From an optimization exercise on the open Yosys and OpenROAD flow, aimed at small area, a short achievable clock period and few clock cycles per item; shortcuts taken in it are not production practice.
In this exercise RTL edits were held to simulation tests only and were not proved equivalent to the original.
No activity file was given, so power comes from the tool's default toggle rates.

==> design/flow/design.v <==
`timescale 1ns / 1ps
`default_nettype none
package alm_pkg;
   localparam int SAMPLE_WIDTH = 24;
   localparam int ENERGY_WIDTH = 48;
   localparam int COEF_WIDTH   = 32;
   localparam int GAIN_WIDTH   = 32;
   localparam int GAIN_OUT_WIDTH = 31;
   localparam int BOOT_WIDTH   = 17;
   localparam int CSR_INDEX_WIDTH = 3;
   localparam int CSR_DATA_WIDTH  = 48;
   localparam logic [CSR_INDEX_WIDTH-1:0] CSR_ENERGY_COEF    = 3'd0;
   localparam logic [CSR_INDEX_WIDTH-1:0] CSR_ACTIVITY_COEF  = 3'd1;
   localparam logic [CSR_INDEX_WIDTH-1:0] CSR_GAIN_UP_COEF   = 3'd2;
   localparam logic [CSR_INDEX_WIDTH-1:0] CSR_GAIN_DOWN_COEF = 3'd3;
   localparam logic [CSR_INDEX_WIDTH-1:0] CSR_BOOT_COEF      = 3'd4;
   localparam logic [CSR_INDEX_WIDTH-1:0] CSR_BOOT_LENGTH    = 3'd5;
   localparam logic [CSR_INDEX_WIDTH-1:0] CSR_GATE_ENERGY    = 3'd6;
   localparam logic [COEF_WIDTH-1:0]   RST_ENERGY_COEF    = 32'd4294862000;
   localparam logic [COEF_WIDTH-1:0]   RST_ACTIVITY_COEF  = 32'd4293849000;
   localparam logic [COEF_WIDTH-1:0]   RST_GAIN_UP_COEF   = 32'd4294868000;
   localparam logic [COEF_WIDTH-1:0]   RST_GAIN_DOWN_COEF = 32'd4294768000;
   localparam logic [COEF_WIDTH-1:0]   RST_BOOT_COEF      = 32'd4294154000;
   localparam logic [BOOT_WIDTH-1:0]   RST_BOOT_LENGTH    = 17'd16800;
   localparam logic [ENERGY_WIDTH-1:0] RST_GATE_ENERGY    = 48'd22250000;
   localparam logic [GAIN_WIDTH-1:0] UNITY_GAIN = 32'd1073741824;
   localparam int MUL_M_WIDTH = 50;
   localparam int MUL_N_WIDTH = 32;
   localparam int PROD_WIDTH  = MUL_M_WIDTH + 1 + MUL_N_WIDTH;
   localparam int RATIO_WIDTH = ENERGY_WIDTH + 1;
   localparam int ROOT_WIDTH  = 31;
   localparam int QUO_WIDTH   = 2 * ROOT_WIDTH;
   typedef struct packed {
      logic signed [SAMPLE_WIDTH-1:0] ref_left;
      logic signed [SAMPLE_WIDTH-1:0] ref_right;
      logic signed [SAMPLE_WIDTH-1:0] proc_left;
      logic signed [SAMPLE_WIDTH-1:0] proc_right;
   } req_type;
   typedef struct packed {
      logic signed [SAMPLE_WIDTH-1:0] out_left;
      logic signed [SAMPLE_WIDTH-1:0] out_right;
      logic [GAIN_OUT_WIDTH-1:0]      gain_now;
   } rsp_type;
   typedef struct packed {
      logic                          start;
      logic signed [MUL_M_WIDTH-1:0] mcand;
      logic [MUL_N_WIDTH-1:0]        mplier;
   } mul_req_type;
   typedef struct packed {
      logic                   start;
      logic [RATIO_WIDTH-1:0] num;
      logic [RATIO_WIDTH-1:0] den;
   } ds_req_type;
endpackage
`default_nettype wire
`timescale 1ns / 1ps
`default_nettype none
module alm_mul #(
   parameter int W = 49,
   parameter int K = 4
) (
   input  wire logic                clock,
   input  wire logic                clr,
   input  wire logic                en,
   input  wire logic signed [W-1:0] x,
   input  wire logic [K-1:0]        m,
   input  wire logic [1:0]          ci,     
   output logic signed [W-1:0]      acc,
   output logic [K-1:0]             lo
);
   localparam int SW = W + K;
   logic [SW-1:0] ops [K+1];
   logic [SW-1:0] s, c;
   logic [SW-1:0] sum;
   always_comb begin
      ops[0] = SW'(acc);
      for (int i = 0; i < K; i++) begin
         ops[i+1] = m[i] ? SW'(SW'(x) << i) : '0;
      end
      s = ops[0];
      c = ops[1];
      for (int i = 2; i <= K; i++) begin
         logic [SW-1:0] t;
         t = s ^ c ^ ops[i];
         c = ((s & c) | (s & ops[i]) | (c & ops[i])) << 1;
         if (i <= 3) c[0] = ci[i-2];
         s = t;
      end
      sum = s + c;
   end
   always_ff @(posedge clock) begin
      if (clr) begin
         acc <= '0;
      end else if (en) begin
         acc <= sum[SW-1:K];
         lo  <= sum[K-1:0];
      end
   end
endmodule
`default_nettype wire
`default_nettype none
module alm_add5 #(
   parameter int W = 28
) (
   input  wire logic [W-1:0] a,
   input  wire logic [W-1:0] b,
   input  wire logic [W-1:0] c,
   input  wire logic [W-1:0] d,
   input  wire logic [W-1:0] e,
   input  wire logic [1:0]   ci,       
   output logic [W-1:0]      y
);
   logic [W-1:0] s1, c1, s2, c2, s3, c3;
   always_comb begin
      s1 = a ^ b ^ c;
      c1 = {((a & b) | (a & c) | (b & c)), ci[0]};
      s2 = s1 ^ c1 ^ d;
      c2 = {((s1 & c1) | (s1 & d) | (c1 & d)), ci[1]};
      s3 = s2 ^ c2 ^ e;
      c3 = ((s2 & c2) | (s2 & e) | (c2 & e)) << 1;
      y  = s3 + c3;
   end
endmodule
`default_nettype wire
`timescale 1ns / 1ps
`default_nettype none
module alm_divsqrt #(
   parameter logic [30:0] MIN_G = 31'd760151010,
   parameter logic [30:0] MAX_G = 31'd1516700552,
   parameter logic [30:0] UNITY = 31'd1073741824
) (
   input  wire logic        clock,
   input  wire logic        reset,
   input  wire logic        load,      
   input  wire logic        active,
   input  wire logic [48:0] num,       
   input  wire logic [48:0] den,       
   input  wire logic        take,      
   output logic             busy,      
   output logic             done,
   output logic [30:0]      target
);
   logic        setup_ff, run_ff;
   logic [4:0]  cnt_ff;
   logic        act_ff;
   logic [50:0] rem_ff, d4_ff;
   logic [52:0] d12_ff;
   logic [33:0] sq_rem_ff;
   logic [30:0] root_ff;
   logic [1:0]  qd_ff;
   logic [52:0] rem4, d4x, d8x;
   logic [53:0] s1, s2, s3;
   logic        c1, c2, c3;
   logic [1:0]  q;
   logic [52:0] rem_nx;
   logic [35:0] sq_cat, trial;
   logic [36:0] sq_diff;
   logic        sq_ge;
   always_comb begin
      rem4 = {rem_ff, 2'b00};
      d4x  = {2'b00, d4_ff};
      d8x  = {1'b0, d4_ff, 1'b0};
      s1   = {1'b0, rem4} - {1'b0, d4x};
      s2   = {1'b0, rem4} - {1'b0, d8x};
      s3   = {1'b0, rem4} - {1'b0, d12_ff};
      c1   = !s1[53];
      c2   = !s2[53];
      c3   = !s3[53];
      q    = c3 ? 2'd3 : c2 ? 2'd2 : c1 ? 2'd1 : 2'd0;
      rem_nx = c3 ? s3[52:0] : c2 ? s2[52:0] : c1 ? s1[52:0] : rem4;
      sq_cat  = {sq_rem_ff, qd_ff};
      trial   = {3'b000, root_ff, 2'b01};
      sq_diff = {1'b0, sq_cat} - {1'b0, trial};
      sq_ge   = !sq_diff[36];
   end
   always_ff @(posedge clock) begin
      if (reset) begin
         busy     <= 1'b0;
         done     <= 1'b0;
         setup_ff <= 1'b0;
         run_ff   <= 1'b0;
      end else if (load) begin
         busy     <= 1'b1;
         done     <= 1'b0;
         setup_ff <= 1'b1;
         run_ff   <= 1'b0;
      end else if (take) begin
         busy     <= 1'b0;
         done     <= 1'b0;
      end else if (setup_ff) begin
         setup_ff <= 1'b0;
         if (!act_ff || rem_ff >= d4_ff ||
             {rem_ff, 2'b00} < {4'b0000, d4_ff[50:2]}) begin
            done <= 1'b1;
         end else begin
            run_ff <= 1'b1;
         end
      end else if (run_ff) begin
         if (cnt_ff == 5'd31) begin
            run_ff <= 1'b0;
            done   <= 1'b1;
         end
      end
      if (load) begin
         act_ff <= active;
         rem_ff <= {2'b00, num};
         d4_ff  <= {den, 2'b00};
      end else if (setup_ff) begin
         d12_ff    <= {2'b00, d4_ff} + {1'b0, d4_ff, 1'b0};
         cnt_ff    <= '0;
         sq_rem_ff <= '0;
         if (!act_ff)                                     root_ff <= UNITY;
         else if (rem_ff >= d4_ff)      root_ff <= MAX_G;
         else if ({rem_ff, 2'b00} < {4'b0000, d4_ff[50:2]}) root_ff <= MIN_G;
         else                                             root_ff <= '0;
      end else if (run_ff) begin
         cnt_ff <= cnt_ff + 5'd1;
         if (cnt_ff != 5'd31) begin
            rem_ff <= rem_nx[50:0];
            qd_ff  <= q;
         end
         if (cnt_ff != 5'd0) begin
            sq_rem_ff <= sq_ge ? sq_diff[33:0] : sq_cat[33:0];
            root_ff   <= {root_ff[29:0], sq_ge};
         end
      end
   end
   assign target = (root_ff < MIN_G) ? MIN_G : (root_ff > MAX_G) ? MAX_G : root_ff;
endmodule
`default_nettype wire
`timescale 1ns / 1ps
`default_nettype none
import alm_pkg::*;
module auto_level_match_gain_core #(
   parameter int unsigned MIN_GAIN = 760151010,
   parameter int unsigned MAX_GAIN = 1516700552
) (
   input  wire logic                        clock,
   input  wire logic                        reset,
   input  wire logic                        req_valid,
   output logic                             req_ready,
   input  wire logic [4*SAMPLE_WIDTH-1:0] req_data,
   output logic                             rsp_valid,
   input  wire logic                        rsp_ready,
   output logic [2*SAMPLE_WIDTH+GAIN_OUT_WIDTH-1:0]       rsp_data,
   input  wire logic                        csr_wr_en,
   input  wire logic [CSR_INDEX_WIDTH-1:0]  csr_index,
   input  wire logic [CSR_DATA_WIDTH-1:0]   csr_wdata
);
   localparam logic [30:0] MIN_G = 31'(MIN_GAIN);
   localparam logic [30:0] MAX_G = 31'(MAX_GAIN);
   localparam logic [30:0] UNITY = 31'd1073741824;
   logic [31:0] energy_coef_ff, activity_coef_ff, gain_up_coef_ff, gain_down_coef_ff;
   logic [31:0] boot_coef_ff;
   logic [16:0] boot_length_ff;
   logic [47:0] gate_energy_ff;
   logic [48:0] ref_n_ff, proc_n_ff;
   logic [47:0] act_ff;
   logic [30:0] gain_ff;
   logic [16:0] boot_left_ff;
   logic        a_v_ff;
   logic [4:0]  a_cnt_ff;
   logic [23:0] a_rl_ff, a_rr_ff, a_pl_ff, a_pr_ff;
   logic        a_active_ff, a_boot_ff;
   logic [1:0]  a_crl_ff, a_crr_ff, a_cpl_ff, a_cpr_ff;
   logic signed [25:0] sqr_acc_ff, sqp_acc_ff;
   logic [23:0] sqr_lo_ff, sqp_lo_ff;
   logic [3:0]  a_ce_ff, a_ca_ff;    
   logic        a_sq_last_ff;
   logic signed [48:0] blr_x_ff, blp_x_ff;
   logic signed [48:0] blr_acc, blp_acc;
   logic [3:0]  blr_lo, blp_lo;
   logic        a_done, a_hand, accept;
   logic        a_s0, a_sq, a_act_step, a_bl_load, a_bl_step, a_fin;
   logic [3:0]  a_sq_nx;
   logic [4:0]  a_bl_nx;
   logic [27:0] sqr_sum, sqp_sum;
   logic [47:0] ref_now, proc_now;
   logic [48:0] ref_new, proc_new;
   logic        blr_clr, blr_en;
   logic signed [48:0] blr_x_in;
   logic        b_busy, b_done, b_take;
   logic [30:0] b_target;
   logic [23:0] b_pl_ff, b_pr_ff;
   logic        b_boot_ff;
   logic        c_v_ff;
   logic [4:0]  c_cnt_ff;
   logic [30:0] c_tgt_ff;
   logic        c_boot_ff;
   logic signed [23:0] c_pl_ff, c_pr_ff;
   logic signed [32:0] c_gd_ff;
   logic [31:0] c_coef_ff;
   logic [3:0]  c_gc_ff;
   logic signed [32:0] g_acc;
   logic [3:0]  g_lo;
   logic signed [23:0] ol_acc, or_acc;
   logic [3:0]  ol_lo, or_lo;
   logic        c_fin;
   logic [30:0] g_sum, g_new;
   logic [25:0] yl, yr;
   logic [23:0] sat_l, sat_r;
   assign b_take    = b_done && !c_v_ff;
   assign a_done    = a_v_ff && (a_cnt_ff == 5'd22);
   assign a_hand    = a_done && (!b_busy || b_take);
   assign req_ready = !a_v_ff || a_hand;
   assign accept    = req_valid && req_ready;
   assign a_s0       = a_v_ff && (a_cnt_ff == 5'd0);
   assign a_sq       = a_v_ff && (a_cnt_ff <= 5'd11);
   assign a_act_step = a_v_ff && (a_cnt_ff <= 5'd7);
   assign a_bl_load  = a_v_ff && (a_cnt_ff == 5'd12);
   assign a_bl_step  = a_v_ff && (a_cnt_ff >= 5'd13) && (a_cnt_ff <= 5'd20);
   assign a_fin      = a_v_ff && (a_cnt_ff == 5'd21);
   assign a_sq_nx    = 4'(a_cnt_ff + 5'd1);    
   assign a_bl_nx    = a_cnt_ff - 5'd12;       
   logic [27:0] rl1, rl2, rr1, rr2, pl1, pl2, pr1, pr2;
   logic [1:0]  sqr_ci, sqp_ci;
   always_comb begin
      rl1 = a_crl_ff[0] ? 28'(signed'(a_rl_ff)) : 28'd0;
      rr1 = a_crr_ff[0] ? 28'(signed'(a_rr_ff)) : 28'd0;
      pl1 = a_cpl_ff[0] ? 28'(signed'(a_pl_ff)) : 28'd0;
      pr1 = a_cpr_ff[0] ? 28'(signed'(a_pr_ff)) : 28'd0;
      rl2 = a_crl_ff[1] ? (28'(signed'(a_rl_ff)) << 1) : 28'd0;
      rr2 = a_crr_ff[1] ? (28'(signed'(a_rr_ff)) << 1) : 28'd0;
      pl2 = a_cpl_ff[1] ? (28'(signed'(a_pl_ff)) << 1) : 28'd0;
      pr2 = a_cpr_ff[1] ? (28'(signed'(a_pr_ff)) << 1) : 28'd0;
      sqr_ci = '0;
      sqp_ci = '0;
      if (a_sq_last_ff) begin
         rl2 = a_crl_ff[1] ? ~rl2 : 28'd0;
         rr2 = a_crr_ff[1] ? ~rr2 : 28'd0;
         pl2 = a_cpl_ff[1] ? ~pl2 : 28'd0;
         pr2 = a_cpr_ff[1] ? ~pr2 : 28'd0;
         sqr_ci = {a_crr_ff[1], a_crl_ff[1]};
         sqp_ci = {a_cpr_ff[1], a_cpl_ff[1]};
      end
   end
   alm_add5 #(.W(28)) u_sqr_add (
      .a (28'(sqr_acc_ff)), .b (rl1), .c (rl2), .d (rr1), .e (rr2), .ci (sqr_ci),
      .y (sqr_sum)
   );
   alm_add5 #(.W(28)) u_sqp_add (
      .a (28'(sqp_acc_ff)), .b (pl1), .c (pl2), .d (pr1), .e (pr2), .ci (sqp_ci),
      .y (sqp_sum)
   );
   always_comb begin
      ref_now  = {1'b0, sqr_acc_ff[23:0], sqr_lo_ff[23:1]};
      proc_now = {1'b0, sqp_acc_ff[23:0], sqp_lo_ff[23:1]};
      ref_new  = {1'b0, ref_now} + 49'(blr_acc) + 49'd1;
      proc_new = {1'b0, proc_now} + 49'(blp_acc) + 49'd1;
   end
   assign blr_clr  = a_s0 || a_bl_load;
   assign blr_en   = a_act_step || a_bl_step;
   alm_mul #(.W(49), .K(4)) u_blr (
      .clock (clock), .clr (blr_clr), .en (blr_en), .x (blr_x_ff), .m (a_ca_ff), .ci (2'b00),
      .acc (blr_acc), .lo (blr_lo)
   );
   alm_mul #(.W(49), .K(4)) u_blp (
      .clock (clock), .clr (a_bl_load), .en (a_bl_step), .x (blp_x_ff), .m (a_ce_ff), .ci (2'b00),
      .acc (blp_acc), .lo (blp_lo)
   );
   always_ff @(posedge clock) begin
      if (accept) begin
         a_rl_ff  <= req_data[95:72];
         a_rr_ff  <= req_data[71:48];
         a_pl_ff  <= req_data[47:24];
         a_pr_ff  <= req_data[23:0];
         a_crl_ff <= req_data[73:72];
         a_crr_ff <= req_data[49:48];
         a_cpl_ff <= req_data[25:24];
         a_cpr_ff <= req_data[1:0];
      end else if (a_sq) begin
         a_crl_ff <= a_rl_ff[2*a_sq_nx +: 2];
         a_crr_ff <= a_rr_ff[2*a_sq_nx +: 2];
         a_cpl_ff <= a_pl_ff[2*a_sq_nx +: 2];
         a_cpr_ff <= a_pr_ff[2*a_sq_nx +: 2];
      end
      if (accept) begin
         sqr_acc_ff <= '0;
         sqp_acc_ff <= '0;
      end else if (a_sq) begin
         sqr_acc_ff <= 26'(signed'(sqr_sum) >>> 2);
         sqp_acc_ff <= 26'(signed'(sqp_sum) >>> 2);
         sqr_lo_ff  <= {sqr_sum[1:0], sqr_lo_ff[23:2]};
         sqp_lo_ff  <= {sqp_sum[1:0], sqp_lo_ff[23:2]};
      end
      if (accept) begin
         blr_x_ff <= signed'({1'b0, act_ff});
         a_ca_ff  <= activity_coef_ff[3:0];
      end else if (a_act_step) begin
         a_ca_ff  <= activity_coef_ff[4*(a_cnt_ff + 5'd1) +: 4];
      end else if (a_bl_load) begin
         a_ca_ff  <= energy_coef_ff[3:0];
      end else if (a_bl_step) begin
         a_ca_ff  <= energy_coef_ff[4*a_bl_nx +: 4];
      end
      a_sq_last_ff <= a_v_ff && !accept && (a_cnt_ff == 5'd10);
      if (a_bl_load) begin
         blr_x_ff <= signed'(ref_n_ff + ~{1'b0, ref_now});
         blp_x_ff <= signed'(proc_n_ff + ~{1'b0, proc_now});
         a_ce_ff  <= energy_coef_ff[3:0];
      end else if (a_bl_step) begin
         a_ce_ff  <= energy_coef_ff[4*a_bl_nx +: 4];
      end
      if (a_v_ff && a_cnt_ff == 5'd13) begin
         a_active_ff <= act_ff > gate_energy_ff;
      end
   end
   alm_divsqrt #(.MIN_G(MIN_G), .MAX_G(MAX_G), .UNITY(UNITY)) u_divsqrt (
      .clock  (clock),
      .reset  (reset),
      .load   (a_hand),
      .active (a_active_ff),
      .num    (ref_n_ff),
      .den    (proc_n_ff),
      .take   (b_take),
      .busy   (b_busy),
      .done   (b_done),
      .target (b_target)
   );
   always_ff @(posedge clock) begin
      if (a_hand) begin
         b_pl_ff   <= a_pl_ff;
         b_pr_ff   <= a_pr_ff;
         b_boot_ff <= a_boot_ff;
      end
   end
   logic c_s0, c_gstep, c_gfin, c_ostep, c_olast_ff;
   logic [1:0] c_oci;
   logic [2:0] c_onx;
   assign c_s0    = c_v_ff && (c_cnt_ff == 5'd0);
   assign c_gstep = c_v_ff && (c_cnt_ff >= 5'd1) && (c_cnt_ff <= 5'd8);
   assign c_gfin  = c_v_ff && (c_cnt_ff == 5'd9);
   assign c_ostep = c_v_ff && (c_cnt_ff >= 5'd10) && (c_cnt_ff <= 5'd17);
   assign c_fin   = c_v_ff && (c_cnt_ff == 5'd18);
   assign c_oci   = {c_olast_ff, c_olast_ff};
   assign c_onx   = 3'(c_cnt_ff - 5'd9);
   alm_mul #(.W(33), .K(4)) u_gmul (
      .clock (clock), .clr (c_s0), .en (c_gstep), .x (c_gd_ff), .m (c_coef_ff[3:0]), .ci (2'b00),
      .acc (g_acc), .lo (g_lo)
   );
   alm_mul #(.W(24), .K(4)) u_olmul (
      .clock (clock), .clr (c_gfin), .en (c_ostep), .x (c_pl_ff), .m (c_gc_ff), .ci (c_oci),
      .acc (ol_acc), .lo (ol_lo)
   );
   alm_mul #(.W(24), .K(4)) u_ormul (
      .clock (clock), .clr (c_gfin), .en (c_ostep), .x (c_pr_ff), .m (c_gc_ff), .ci (c_oci),
      .acc (or_acc), .lo (or_lo)
   );
   always_comb begin
      g_sum = c_tgt_ff + 31'(g_acc);
      g_new = (g_sum >= UNITY - 31'd1 && g_sum <= UNITY + 31'd1) ? UNITY : g_sum;
      yl = {ol_acc, ol_lo[3:2]};
      yr = {or_acc, or_lo[3:2]};
      sat_l = (signed'(yl) > 26'sd8388607) ? 24'h7FFFFF :
              (signed'(yl) < -26'sd8388608) ? 24'h800000 : yl[23:0];
      sat_r = (signed'(yr) > 26'sd8388607) ? 24'h7FFFFF :
              (signed'(yr) < -26'sd8388608) ? 24'h800000 : yr[23:0];
   end
   always_ff @(posedge clock) begin
      if (b_take) begin
         c_tgt_ff  <= b_target;
         c_boot_ff <= b_boot_ff;
         c_pl_ff   <= b_pl_ff;
         c_pr_ff   <= b_pr_ff;
      end
      if (c_s0) begin
         c_gd_ff   <= signed'({2'b00, gain_ff} - {2'b00, c_tgt_ff});
         c_coef_ff <= c_boot_ff ? boot_coef_ff :
                      (c_tgt_ff > gain_ff) ? gain_up_coef_ff : gain_down_coef_ff;
      end else if (c_gstep) begin
         c_coef_ff <= c_coef_ff >> 4;
      end
      c_olast_ff <= c_v_ff && (c_cnt_ff == 5'd16);
      if (c_gfin) begin
         c_gc_ff <= g_new[3:0];
      end else if (c_ostep) begin
         c_gc_ff <= 4'({1'b0, gain_ff} >> (4 * c_onx));
      end
   end
   assign rsp_data = {sat_l, sat_r, gain_ff};
   always_ff @(posedge clock) begin
      if (reset) begin
         energy_coef_ff    <= RST_ENERGY_COEF;
         activity_coef_ff  <= RST_ACTIVITY_COEF;
         gain_up_coef_ff   <= RST_GAIN_UP_COEF;
         gain_down_coef_ff <= RST_GAIN_DOWN_COEF;
         boot_coef_ff      <= RST_BOOT_COEF;
         boot_length_ff    <= RST_BOOT_LENGTH;
         gate_energy_ff    <= RST_GATE_ENERGY;
         ref_n_ff          <= 49'd1;
         proc_n_ff         <= 49'd1;
         act_ff            <= '0;
         gain_ff           <= UNITY;
         boot_left_ff      <= RST_BOOT_LENGTH;
         a_v_ff            <= 1'b0;
         c_v_ff            <= 1'b0;
         rsp_valid         <= 1'b0;
      end else begin
         if (csr_wr_en) begin
            case (csr_index)
               CSR_ENERGY_COEF:    energy_coef_ff    <= csr_wdata[31:0];
               CSR_ACTIVITY_COEF:  activity_coef_ff  <= csr_wdata[31:0];
               CSR_GAIN_UP_COEF:   gain_up_coef_ff   <= csr_wdata[31:0];
               CSR_GAIN_DOWN_COEF: gain_down_coef_ff <= csr_wdata[31:0];
               CSR_BOOT_COEF:      boot_coef_ff      <= csr_wdata[31:0];
               CSR_BOOT_LENGTH:    boot_length_ff    <= csr_wdata[16:0];
               CSR_GATE_ENERGY:    gate_energy_ff    <= csr_wdata[47:0];
               default: begin
               end
            endcase
         end
         if (accept) begin
            a_v_ff   <= 1'b1;
            a_cnt_ff <= '0;
         end else if (a_hand) begin
            a_v_ff   <= 1'b0;
         end else if (a_v_ff && !a_done) begin
            a_cnt_ff <= a_cnt_ff + 5'd1;
         end
         if (a_bl_load) begin
            act_ff <= (ref_now > 48'(blr_acc)) ? ref_now : 48'(blr_acc);
         end
         if (a_fin) begin
            if (a_active_ff) begin
               ref_n_ff       <= ref_new;
               proc_n_ff      <= proc_new;
               if (boot_left_ff != '0) begin
                  boot_left_ff <= boot_left_ff - 17'd1;
                  a_boot_ff    <= 1'b1;
               end else begin
                  a_boot_ff    <= 1'b0;
               end
            end else begin
               ref_n_ff       <= 49'd1;
               proc_n_ff      <= 49'd1;
               boot_left_ff   <= boot_length_ff;
               a_boot_ff      <= 1'b0;
            end
         end
         if (b_take) begin
            c_v_ff   <= 1'b1;
            c_cnt_ff <= '0;
         end else if (c_fin) begin
            if (rsp_ready) c_v_ff <= 1'b0;
         end else if (c_v_ff) begin
            c_cnt_ff <= c_cnt_ff + 5'd1;
         end
         if (c_gfin) begin
            gain_ff <= g_new;
         end
         if (c_v_ff && c_cnt_ff == 5'd17) begin
            rsp_valid <= 1'b1;
         end else if (rsp_ready) begin
            rsp_valid <= 1'b0;
         end
      end
   end
endmodule
`default_nettype wire
==> design/flow/run.sh <==
#!/bin/bash
# synth_recipe.tcl (not shown) runs the flow's synth.tcl, then flattens the netlist and writes it again
# the make line also repeats each setting of config.mk as NAME=value (left out here)
make -C /OpenROAD-flow-scripts/flow DESIGN_CONFIG=/design/flow/config.mk WORK_HOME=/design/flow/orfs CLKGATE_MAP_FILE= SYNTH_SCRIPT=/design/flow/synth_recipe.tcl finish
==> design/flow/config.mk <==
export PLATFORM = sky130hd
export DESIGN_NAME = auto_level_match_gain_core
export DESIGN_NICKNAME = auto_level_match_gain_core
export VERILOG_FILES = /design/flow/design.v
export SDC_FILE = /design/flow/constraint.sdc
export NUM_CORES = 4
export LEC_CHECK = 0
export CAP_MARGIN = 20
export CORE_MARGIN = 2
export CORE_UTILIZATION = 45
export SETUP_SLACK_MARGIN = 4
export SLEW_MARGIN = 20
==> design/flow/constraint.sdc <==
create_clock -name core_clock -period 10.0 [get_ports {clock}]
set_input_delay 2.0000 -clock core_clock [delete_from_list [all_inputs] [get_ports {clock}]]
set_output_delay 2.0000 -clock core_clock [all_outputs]
set_load 0.01 [all_outputs]
==> metrics.yaml <==
run_status:
  status: "no timing/DRC/antenna violations"
sta:
  worst_slew_pin_slew_ns: 1.25
  maxSlewViolCount: 0
  final-setup-viol-count: 0
  fmax_mhz: 170
  hold_violations: 0
  rsz0062_at_grt: "true"
  finalCritPeriodShare: 0.587
  slew_headroom: 0.148
  worst_clock_skew_ns: 0.0874
  period_minus_slack_ns: 5.87
  finalSetupTns_ns: 0
global_routing:
  antenna_found_initial: 22
  grt_pass1_wl_um: 555000
  grt_max_degree: 105
  grt_pass1_vias: 91900
  overflow: 0
  track_usage: 0.277
placement:
  place_area_um2: 120000
  dp_hpwl_um: 280000
  port_buffers: 232
  gp_congestion: 0.951
  dp.cells: 16200
yosys:
  synthCells: 13000
  synth_top_family_by_area: "adder cells"
  synth_top_flop_cell: "edfxtp_1"
  async_flop_share: 0
  synthMuxAreaShare: 0.0161
  syn_avg_cell_area_um2: 8.77
  synth_area_um2: 114000
  yosysTopAreaCell: "edfxtp_1"
  synth-edff-count: 691
  synth_area_leaders: "edfxtp_1, fa_1, dfxtp_1, ha_1, nand2_1"
  yosys.area_share.adder: 0.225
  synth-simple-area-share: 0.168
  syn-num-nets: 14800
  synth-xor-area-share: 0.0560
  yosysSeqAreaShare: 0.298
  synth_compound_area_frac: 0.171
  synth_cell_types: 102
  yosysWarnings: 9
  synth.top_cell.area_share: 0.182
  ys_ff_latch: 1352
floorplanning:
  core_um2: 252000
  die_x_um: 508
  start_util: 0.453
  std_cell_rows: 184
  dieArea_um2: 258000
  io_pins: 233
  die_height_um: 508
setup_path:
  crit_required_ns: 10.70
  path_class: "flop to flop"
  cpMostUsedCell: "fa_1"
  cp_max_fo: 12
  startpoint_type: "flop"
  end_kind: "flop"
  critPathSlowestCell: "fa_1"
  worstPathArrival_ns: 6.56
  critical_path.max_stage_delay_ns: 0.54
routing:
  wirelength_um: 364000
  drt-initial-drc-count: 7811
  avgRoutedWirePerCell_um: 21.9
  route.detailed.drc: 0
  vias_per_cell: 5.70
  ant_nets: 0
  via_count: 94700
  drtPass1Iterations: 6
clocking:
  path_clk_slew_ns: 0.06
  clock_path_buffers: 3
  clk_latency_ns: 0.88
  cts_hold_buf: 0
  clock_sinks: 1352
  cts_buffers: 169
  htreeDepth: 4
  cts_tree: "done"
  cts-root-buf: "clkbuf_16"
finish:
  syn_to_final_growth_pct: 11.5
  nets: 14900
  fin_cells: 16600
  drive_above_1_share: 0.0537
  stdcell_area_um2: 127000
hold_path:
  hold_class: "flop to flop"
power:
  power_density_nw_per_um2: 246
  peakVddDrop_mv: 0.228
  power.leakage_nw: 56.1
flow_run:
  maxCapViolations: 0
==> worst max-delay path: cells and delay by family (launching register included) <==
kind | cells | cell delay, ns
compound gates | 12 | 2.13
fa+ha+maj | 4 | 1.80
simple gates | 4 | 0.69
buf+inv | 4 | 0.48
flops | 1 | 0.45
xor+xnor | 1 | 0.14
==> layout make-up <==
cell class,count,area [um^2]
diodes,9,22.5
well taps,3348,4190
multi-input cells,9669,73400
repair buffers,419,3910
inverters,1494,5630
clock inverters,106,1400
fillers,23700,125000
clock buffers,212,4670
flip-flops and latches,1352,34000
==> flip-flops by register name, indices dropped and copies added, names as in the netlist, 32 cells and up <==
register	flops
gate_energy_ff	48
u_divsqrt.d4_ff	49
blr_x_ff	49
boot_coef_ff	32
proc_n_ff	49
energy_coef_ff	32
ref_n_ff	49
u_divsqrt.d12_ff	51
c_coef_ff	32
gain_down_coef_ff	32
blp_x_ff	49
activity_coef_ff	32
u_divsqrt.rem_ff	51
gain_up_coef_ff	32
c_gd_ff	32
act_ff	48
u_gmul.acc	33
u_blr.acc	49
u_divsqrt.sq_rem_ff	34
u_blp.acc	49
==> metrics by stage <==
stage	util	hold slack, ns	power, mW	setup slack (ns)
6_report	0.505	0.412	31.3	4.13
5_1_grt	0.505	0.425	33.9	3.87
4_1_cts	0.502	0.417	31.1	3.97
3_5_place_dp	0.476	0.405	24.0	2.65
3_3_place_gp	0.476	0.403	23.8	2.70
2_1_floorplan	-	0.400	19.8	4.07
==> cell families (layout without fill, tap and decap cells) <==
kind of cell	Yosys count	in the layout
xor gates and xnor gates	730	730
muxes	128	128
buffers and inverters	1983	2231
DFF	1352	1352
AOI/OAI and AO/OA	3075	3075
other	0	9
adders and majority gates	1632	1632
and+or+nand+nor	4104	4104
==> final timing paths <==
path | start | end | slack [ns] | cells after the start
worst max register to register | a_ce_ff[0] | u_blp.acc[45] | 4.13 | 25
worst min register to register | b_pl_ff[9] | c_pl_ff[9] | 0.41 | 0
worst min-delay path | b_pl_ff[9] | c_pl_ff[9] | 0.41 | 0
worst max-delay path | a_ce_ff[0] | u_blp.acc[45] | 4.13 | 25
==> per-layer routing <==
metal  up-vias  GRT usage  share of wire
met1     46400      0.381           0.44
met2      3005      0.436           0.45
met3       612     0.0373          0.063
li1      44700          -              -
met5         -          0       0.000063
met4         4      0.123          0.050
==> synth_stat cells, types with 136 or more instances <==
master	instances
xnor2_1	412
nor3_1	175
and2_1	477
dfxtp_1	661
ha_1	927
clkbuf_1	442
a21oi_1	1124
a21o_1	434
a211oi_1	136
fa_1	705
inv_1	1490
nand2_1	1660
nand3_1	176
edfxtp_1	691
nor2_1	883
o21ai_0	483
xor2_1	318
==> placed cells by master (no fill, tap or decap), types with 176 or more instances in the layout <==
cell type | Yosys | final
nand2_1 | 1660 | 1651
inv_1 | 1490 | 1485
a21oi_1 | 1124 | 1110
ha_1 | 927 | 921
nor2_1 | 883 | 874
fa_1 | 705 | 703
edfxtp_1 | 691 | 691
dfxtp_1 | 661 | 659
and2_1 | 477 | 477
o21ai_0 | 483 | 472
a21o_1 | 434 | 434
xnor2_1 | 412 | 411
xor2_1 | 318 | 318
clkdlybuf4s50_1 | 0 | 231
clkbuf_16 | 0 | 176
==> timing repair <==
| action | 4_1_cts | 5_1_grt |
|---|---|---|
| pin swaps | 14 | 36 |
| resized for setup | 37 | 85 |
| cloned | 0 | 2 |
| endpoints found under the setup margin | 63 | 70 |
| buffers inserted | 22 | 42 |
==> where the power goes <==
group / total, mW / switching [mW] / internal, mW
Combinational: 17.4 / 9.98 / 7.38
Clock: 6.70 / 2.81 / 3.89
Sequential: 7.29 / 0.907 / 6.39
Total: 31.3 / 13.7 / 17.7
Testbench counts, summed over its fixed seeds: cycles 71,288, items 2,400.

## separate check: timing with driven ports
The flow's constraints put no driver on any port. The routed layout listed below was extracted and timed again, unchanged, in two steps. Step 1: set_driving_cell puts a clkbuf_16 on clock and a buf_2 on each other input, an assumption about the parent block. Step 2 also shifts input and output timing later by t, the mid clock arrival at the registers, as if the neighbouring blocks saw the same clock. a / b / c = no drivers / after step 1 / after step 2; a / b = the first two.
t (ns): 0.930
slack for setup (ns): 4.133 / 4.133 / 4.133
hold slack, ns: 0.412 / 0.412 / 0.412
After both steps this run still meets setup and hold. For this run, drivers alone change the setup slack by 0.000 ns; drivers and shift together by 0.000 ns.
